What follows belongs to an exercise in optimizing a design on an open flow for small area, a short achievable clock period and few clock cycles per item; a production flow would make more cautious choices. Function was checked by simulation only, so behaviour that the tests miss may differ from the original.

==> flow/design.v (excerpt) <==
module rgba_source_over_blend (
  input  logic        clk,
  input  logic        rst,
  input  logic        s_tvalid,
  output logic        s_tready,
  input  logic [63:0] s_tdata,
  output logic        m_tvalid,
  input  logic        m_tready,
  output logic [31:0] m_tdata
);
Settings: LEC_CHECK=0, ABC_AREA=1, CAP_MARGIN=20, CORE_MARGIN=2, CORE_UTILIZATION=40, SETUP_SLACK_MARGIN=5, SLEW_MARGIN=20; clock period 10.0 ns.
run.sh (not shown) runs the stock make flow with config.mk's settings and CLKGATE_MAP_FILE= SYNTH_SCRIPT=/design/flow/synth_recipe.tcl, a recipe that flattens the netlist after the stock synthesis.
Testbench counts at the start, summed over its fixed seeds: cycles 12,056, items 12,000.
Edit:
--- a/flow/design.v
+++ b/flow/design.v
@@ -8,47 +8,49 @@
   output logic        s_tready,
   input  logic [63:0] s_tdata,
   output logic        m_tvalid,
   input  logic        m_tready,
   output logic [31:0] m_tdata
 );
   logic go;
   logic sv;
   logic [31:0] skid;
   logic [31:0] res;
   logic res_v;
-  assign s_tready = go;
+  assign s_tready = ~(m_tvalid & sv);
   logic [7:0]  fa, ba;
   logic [7:0]  m0 [3];
   logic [2:0]  n0;
   logic [7:0]  bc0 [3];
   logic        v0;
   always_ff @(posedge clk) begin
     if (rst) v0 <= 1'b0;
     else if (go) v0 <= s_tvalid;
   end
   always_ff @(posedge clk) if (go) begin
     fa <= s_tdata[31:24];
     ba <= s_tdata[63:56];
   end
   for (genvar c = 0; c < 3; c++) begin : g_s0
     logic [7:0] fc, bc;
     logic [8:0] df;
     logic [7:0] dn;
     assign fc = s_tdata[8*c +: 8];
     assign bc = s_tdata[32 + 8*c +: 8];
     assign df = {1'b0, fc} - {1'b0, bc};
     assign dn = bc - fc;
+    logic [7:0] m;
+    assign m = df[8] ? dn : df[7:0];
     always_ff @(posedge clk) if (go) begin
       n0[c]  <= df[8];
-      m0[c]  <= df[8] ? dn : df[7:0];
+      m0[c]  <= m;
       bc0[c] <= bc;
     end
   end
   logic        dz;
   assign dz  = (fa == 8'd0) & (ba == 8'd0);
   logic dh_pp1;
   assign dh_pp1 = ba[0] & ~fa[0];
   logic dh_pp2;
   assign dh_pp2 = ba[0] & ~fa[1];
   logic dh_pp3;
   assign dh_pp3 = ba[0] & ~fa[2];
Sequential share of layout area is about the same.
Hold slack improved by 0.0082 ns.
Synthesized area went down by 0.52%.
Routed wire length falls by 2.7%.
Clock skew stays flat.
Global-route usage falls by 0.49 points.
Critical path depth falls by 4.
Testbench counts after the change, summed over its fixed seeds: cycles 12,056, items 12,000.

--- another note on this design; it stands on its own ---

Design rgba_source_over_blend, start of the top module:
module rgba_source_over_blend (
  input  logic        clk,
  input  logic        rst,
  input  logic        s_tvalid,
  output logic        s_tready,
  input  logic [63:0] s_tdata,
  output logic        m_tvalid,
  input  logic        m_tready,
  output logic [31:0] m_tdata
);
  logic go;
  logic sv;
  logic [31:0] skid;
  logic [31:0] res;
  logic res_v;
  assign s_tready = go;
  logic [63:0] in_q;
  logic        v0;
  always_ff @(posedge clk) begin
    if (rst) v0 <= 1'b0;
    else if (go) v0 <= s_tvalid;
  end
  always_ff @(posedge clk) if (go) in_q <= s_tdata;
  logic [7:0]  fa, ba, inv;
  logic        fz;
  logic [15:0] bp;
  assign fa  = in_q[31:24];
  assign ba  = in_q[63:56];
  assign inv = ~fa;
  assign fz  = (fa == 8'd0);
  assign bp  = ba * inv;
  logic [7:0]  fa1;
  logic [15:0] b1;
  logic        v1;
  logic [2:0]  n1;
  logic [7:0]  m1 [3];
  logic [7:0]  bc1 [3];
  always_ff @(posedge clk) begin
    if (rst) v1 <= 1'b0;
  ...
For scale: about 8800 cells after synthesis, roughly 880 flip-flops, about 0.071 mm^2 of cells after synthesis.
Settings: LEC_CHECK=0, ABC_AREA=1, CAP_MARGIN=20, CORE_MARGIN=2, CORE_UTILIZATION=40, SLEW_MARGIN=20; clock period 10.0 ns.
run.sh (not shown) runs the stock make flow with config.mk's settings and CLKGATE_MAP_FILE= SYNTH_SCRIPT=/design/flow/synth_recipe.tcl, a recipe that flattens the netlist after the stock synthesis.
Testbench counts at the start, summed over its fixed seeds: cycles 12,072, items 12,000.
Then changed:
- ABC_AREA: 1 -> unset
Cell area decreases by roughly a tenth. Worst setup slack degrades by 0.30 ns. Clock-buffer cell count drops by 1. Final cell count is lower by a quarter to a third.

## alpha
Another version of the RTL of rgba_source_over_blend (not shown whole).
Size: ~660 flip-flops, roughly 100 I/O pins, about 58000 um^2 of cells after synthesis.
export LEC_CHECK = 0
export ABC_AREA = 1
export CAP_MARGIN = 0
export CORE_MARGIN = 2
export CORE_UTILIZATION = 40
export CTS_BUF_LIST = sky130_fd_sc_hd__clkbuf_4 sky130_fd_sc_hd__clkbuf_8
export PLACE_DENSITY = 0.75
export SLEW_MARGIN = 0
create_clock -name core_clock -period 10.0 [get_ports {clk}]
standard.sh (not shown) runs the stock make flow with config.mk's settings and CLKGATE_MAP_FILE= SYNTH_SCRIPT=/design/flow/synth_recipe.tcl, a recipe that flattens the netlist after the stock synthesis.
==> flow/flow/run.sh <==
#!/bin/bash
# Standard synthesis and layout (the standard.sh); the only change is a
# larger setup slack margin for the resizer's timing repair, so that it keeps
# improving the worst paths past the 10 ns constraint. Clock period, I/O
# delays and loads stay as in constraint.sdc. One log per ORFS step.
set -euo pipefail
MARGIN=5.4
for t in synth floorplan place cts route finish; do
  bash standard.sh SETUP_SLACK_MARGIN=$MARGIN $t > flow_$t.log 2>&1
done
alpha ended with every stage complete and zero timing, DRC or antenna violations.
Testbench counts of alpha, summed over its fixed seeds: cycles 12,056, items 12,000.
--- input diff alpha..beta ---
Settings: setting SETUP_SLACK_MARGIN to 5 for the first time.
==> flow/run.sh (new file) <==
#!/bin/bash
# synth_recipe.tcl (not shown) runs the flow's synth.tcl, then flattens the netlist and writes it again
# the make line also repeats each setting of config.mk as NAME=value (left out here)
make -C /OpenROAD-flow-scripts/flow DESIGN_CONFIG=/design/flow/config.mk WORK_HOME=/design/flow/orfs CLKGATE_MAP_FILE= SYNTH_SCRIPT=/design/flow/synth_recipe.tcl finish
removed: flow/flow/run.sh
removed: flow/standard.sh
### Flow results
- Sort alpha and beta by clock period minus worst slack, descending, and beta comes first.
- Diff alpha -> beta | number of antenna violations at the first check in global routing | decrease of 2
- Delta (beta minus alpha): area added between synthesis and finish went down, final critical-path share of the clock period went up, non-filler instance count after layout went down, worst hold slack did not really move, violation count after the first detailed-routing iteration went down.
- In terms of critical path depth, alpha and beta differ only marginally.
- Diff beta..alpha | met1 routed wirelength after detailed routing | negligible

--- another note on this design; it stands on its own ---

== v6 ==
// rgba_source_over_blend
module rgba_source_over_blend (
  input  logic        clk,
  input  logic        rst,
  input  logic        s_tvalid,
  output logic        s_tready,
  input  logic [63:0] s_tdata,
  output logic        m_tvalid,
  input  logic        m_tready,
  output logic [31:0] m_tdata
);
Size in the first run: about 7000 cells after synthesis, about 690 flip-flops, ~0.059 sq mm of cells after synthesis.
export LEC_CHECK = 0
export ABC_AREA = 1
export CAP_MARGIN = 0
export CORE_MARGIN = 2
export CORE_UTILIZATION = 50
export CTS_BUF_LIST = sky130_fd_sc_hd__clkbuf_4 sky130_fd_sc_hd__clkbuf_8
export PLACE_DENSITY = 0.75
export SETUP_SLACK_MARGIN = 5
export SLEW_MARGIN = 0
create_clock -name core_clock -period 10.0 [get_ports {clk}]
run.sh (not shown) runs the stock make flow with config.mk's settings and CLKGATE_MAP_FILE= SYNTH_SCRIPT=/design/flow/synth_recipe.tcl, a recipe that flattens the netlist after the stock synthesis.
v6 was carried through to the last stage, and its layout satisfied the timing, design-rule and antenna checks.
Testbench counts of v6, summed over its fixed seeds: cycles 12,056, items 12,000.
Here is what was changed in the inputs of v7 compared with v6.
--- a/flow/config.mk
+++ b/flow/config.mk
@@ -7,9 +7,6 @@
 export LEC_CHECK = 0
-export ABC_AREA = 1
-export CAP_MARGIN = 0
+export CAP_MARGIN = 20
 export CORE_MARGIN = 2
-export CORE_UTILIZATION = 50
-export CTS_BUF_LIST = sky130_fd_sc_hd__clkbuf_4 sky130_fd_sc_hd__clkbuf_8
-export PLACE_DENSITY = 0.75
+export CORE_UTILIZATION = 40
 export SETUP_SLACK_MARGIN = 5
-export SLEW_MARGIN = 0
+export SLEW_MARGIN = 20
## What came out
Between v6 and v7, cell depth of the worst flop-to-flop path is higher for v6, v7 comes in under that. Changes observed in v7 relative to v6: synthesis-to-finish area growth has increased, highest achievable clock rate has decreased. On worst setup slack: between v6 and v7, it ends up higher for v6.

[afterwards: timing with drivers on the ports]
In the flow no input, the clock included, has a driving cell. The finished layouts below were timed again as built, in two steps.
Step 1, drivers: a clkbuf_16 drives clk and a buf_2 each remaining input, both assumed.
Step 2, shift: input delay + t, output delay - t, t = (earliest + latest rising clock arrival at the registers) / 2. This alone moves slack from input paths to output paths.
Slacks: no drivers / after step 1 / after step 2; pairs: no drivers / after step 1.
run	t, ns	setup WS [ns]	worst setup path at the end	latest minus earliest clock arrival (ns)	worst data-port slew with drivers (ns)
the first run of note 1	0.760	5.204 / 5.204 / 5.204	register to register	0.084 / 0.084	0.06
the second run of note 1	0.766	5.229 / 5.229 / 5.012	input to register	0.082 / 0.082	0.06
the first run of note 2	0.790	3.415 / 3.415 / 3.415	register to register	0.039 / 0.039	0.07
the second run of note 2	0.783	3.113 / 3.113 / 3.113	register to register	0.072 / 0.072	0.06
alpha	0.900	5.355 / 5.322 / 4.978	input to register	0.079 / 0.079	0.06
beta	0.910	5.227 / 5.208 / 4.931	input to register	0.076 / 0.075	0.06
v6	0.874	5.158 / 5.158 / 5.158	register to register	0.066 / 0.066	0.07
v7	0.750	4.653 / 4.653 / 4.491	input to register	0.046 / 0.046	0.16
After both steps every run listed still meets setup and hold. For alpha, which loses most, drivers alone change the setup slack by -0.033 ns; drivers and shift together by -0.377 ns.
